From an optimization exercise on the open Yosys and OpenROAD flow, aimed at small area, a short achievable clock period and few clock cycles per item; shortcuts taken in it are not production practice.
The RTL was checked by simulation tests, not by an equivalence proof against the original design.
Power is estimated from default activity; no workload was simulated.

## cory_vtap2
module cory_vtap2 #(
  parameter int N = 8,
  parameter int W = 8
) (
  input  logic         clk,
  input  logic         reset,
  input  logic         i_a_v,
  input  logic [N-1:0] i_a_d,
  input  logic         i_a_last_x,
  input  logic         i_a_last_y,
  output logic         o_a_r,
  output logic         o_z_v,
  output logic [N-1:0] o_z_d,
  output logic [N-1:0] o_z_up,
  output logic         o_z_up_v,
  output logic         o_z_last_x,
  output logic         o_z_last_y,
  input  logic         i_z_r
);
Settings: LEC_CHECK=0, ABC_CLOCK_PERIOD_IN_PS=2000, CAP_MARGIN=20, CORE_MARGIN=2, CORE_UTILIZATION=40, CTS_CLUSTER_DIAMETER=150, CTS_CLUSTER_SIZE=24, SETUP_SLACK_MARGIN=1.5, SLEW_MARGIN=20; clock period 3.3 ns.
run.sh (not shown) runs the stock make flow with config.mk's settings and CLKGATE_MAP_FILE= SYNTH_SCRIPT=/design/flow/synth_recipe.tcl, a recipe that flattens the netlist after the stock synthesis.
The baseline passed the timing, DRC and antenna checks.
Testbench counts at the start, summed over its fixed seeds: cycles 43,876, items 43,860.
Change:
CTS_CLUSTER_DIAMETER = 100   (was 150)
CTS_CLUSTER_SIZE = 26   (was 24)
Effect: The new run finished clean. Total power falls by 0.37%. Critical path depth stays the same. Synthesized cell count stays the same. Setup slack got worse by 3.3 ps.
Change:
CTS_CLUSTER_SIZE = 28   (was 26)
PLACE_DENSITY = 0.85   (was not set)
Wire length grows by 20%.
Clock power shrinks by about 3%.
Utilization shrinks by 0.22 points.
Change:
CTS_CLUSTER_SIZE = 26   (was 28)
PLACE_DENSITY = not set   (was 0.85)
SETUP_SLACK_MARGIN = 1.7   (was 1.5)
What happened: Clock skew falls by 4.5 ps; synthesized cell count stays the same; wire length is lower by 16%; cell count hardly moves; hold slack is better by 6.3 ps; sequential share of layout area drops by 0.77 points; core utilization went up by 0.39 points; die area is unchanged; cell area rises by 0.88%; total power grows by 0.40%; critical path depth came out lower by 4.

---

Setup of violet:
cory_vtap2 again, from the RTL that the note above started with.
==> flow/config.mk <==
export PLATFORM = sky130hd
export DESIGN_NAME = cory_vtap2
export DESIGN_NICKNAME = cory_vtap2
export VERILOG_FILES = /design/flow/design.v
export SDC_FILE = /design/flow/constraint.sdc
export NUM_CORES = 4
export LEC_CHECK = 0
export ABC_CLOCK_PERIOD_IN_PS = 2000
export CAP_MARGIN = 20
export CORE_MARGIN = 2
export CORE_UTILIZATION = 70
export CTS_CLUSTER_DIAMETER = 100
export CTS_CLUSTER_SIZE = 28
export PLACE_DENSITY = 0.85
export SETUP_SLACK_MARGIN = 1.5
export SLEW_MARGIN = 20
==> flow/constraint.sdc <==
create_clock -name core_clock -period 3.3 [get_ports {clk}]
set_input_delay 0.6600 -clock core_clock [delete_from_list [all_inputs] [get_ports {clk}]]
set_output_delay 0.6600 -clock core_clock [all_outputs]
set_load 0.01 [all_outputs]
Testbench counts of violet, summed over its fixed seeds: cycles 43,876, items 43,860.
The inputs of indigo differ from those of violet as listed below.
Settings: CORE_UTILIZATION now 40, was 70; CTS_CLUSTER_SIZE now 26, was 28; SETUP_SLACK_MARGIN now 1.3, was 1.5; PLACE_DENSITY no longer set, was 0.85.
==> notes.md <==
- indigo | status: complete | timing, DRC, antenna: pass
- Relative to violet, the wire length of the first global-routing pass of indigo is lower by 13%.
- Per the comparison of indigo with violet, synthesized area divided by synthesized cell count saw little to no change, fraction of layout instances using a drive strength above 1 saw a decrease, detailed-route via count saw a decrease, combinational power share saw a decrease, number of tap cells added at floorplan saw an increase.
- Re fraction of power consumed by the clock network: indigo is 0.8 points up on violet.
- Compared with violet, in indigo share of cell area taken by flip-flops and latches lower; cell area after layout climbed about 1.4%.
[inputs] xenon vs indigo
Settings: swapping 26 for 30 in CTS_CLUSTER_SIZE; swapping 1.3 for 1.5 in SETUP_SLACK_MARGIN.
==> comparison <==
The flow did not stop early for xenon: all stages ran, and the layout cleared the timing, DRC and antenna checks. xenon vs indigo — clock buffer count in the final layout dropped by more than 10%. Slowest cell on the critical path: dfxtp_1 -> indigo, a222oi_1 -> xenon. Taking indigo as the reference point, the sequential share of cell area of xenon falls by 0.26 points. Per the comparison of xenon with indigo, final cycle utilization of the critical path moved down; number of standard cells in the layout, taps in and fillers out saw little to no change. | insertion delay to the later sink of the worst-skew pair | indigo vs xenon | ≈ equal |. Between indigo and xenon, the critical path depth is lower for xenon.
[inputs] onyx vs xenon
Settings: swapping 30 for 28 in CTS_CLUSTER_SIZE.
==> notes.md <==
- onyx: no failed stages, no open violations at the end
- Per the comparison of onyx with xenon, cell count stayed essentially flat; row count stayed essentially flat; tapcell count stayed essentially flat.
- Compared with xenon, in onyx relative area change from synthesis to final layout saw little to no change; part of the power in combinational logic saw a decrease.
- Going from xenon to onyx, share of post-route cells with drive strength above 1 lower; part of the cycle the worst path needs lower; overall power of the completed layout higher.

==> separate check: timing with driven ports <==
Ports are ideal in the flow. The routed layouts listed here were re-timed in OpenROAD. Step 1: set_driving_cell puts a clkbuf_16 on clk and a buf_2 on each other input, an assumption about the parent block. Step 2 moves the port delays by t, midway between the first and last clock arrival at a register: inputs arrive t later, outputs are due t later. That takes back most of the time a late clock gives input paths. Three values: ideal, step 1, step 2; two values: the first two.
run | shift t [ns] | slack for setup (ns) | clock arrival spread, ns | worst register clock-pin slew, ns
the first run of note 1 | 0.794 | 1.356 / 1.278 / 0.880 | 0.047 / 0.048 | 0.10 / 0.10
the second run of note 1 | 0.779 | 1.352 / 1.275 / 0.874 | 0.045 / 0.044 | 0.10 / 0.10
the third run of note 1 | 0.783 | 1.166 / 1.166 / 0.733 | 0.047 / 0.048 | 0.12 / 0.12
the fourth run of note 1 | 0.778 | 1.358 / 1.282 / 0.931 | 0.044 / 0.045 | 0.11 / 0.11
violet | 0.746 | 1.258 / 1.191 / 0.745 | 0.059 / 0.059 | 0.13 / 0.13
indigo | 0.780 | 1.291 / 1.279 / 0.936 | 0.048 / 0.048 | 0.10 / 0.10
xenon | 0.770 | 1.347 / 1.281 / 0.882 | 0.041 / 0.041 | 0.12 / 0.12
onyx | 0.768 | 1.360 / 1.282 / 0.881 | 0.033 / 0.033 | 0.11 / 0.11
After both steps setup and hold are still met in every run listed. The setup slack of violet, which loses most, moves by -0.067 ns with the drivers and by -0.513 ns with both steps.
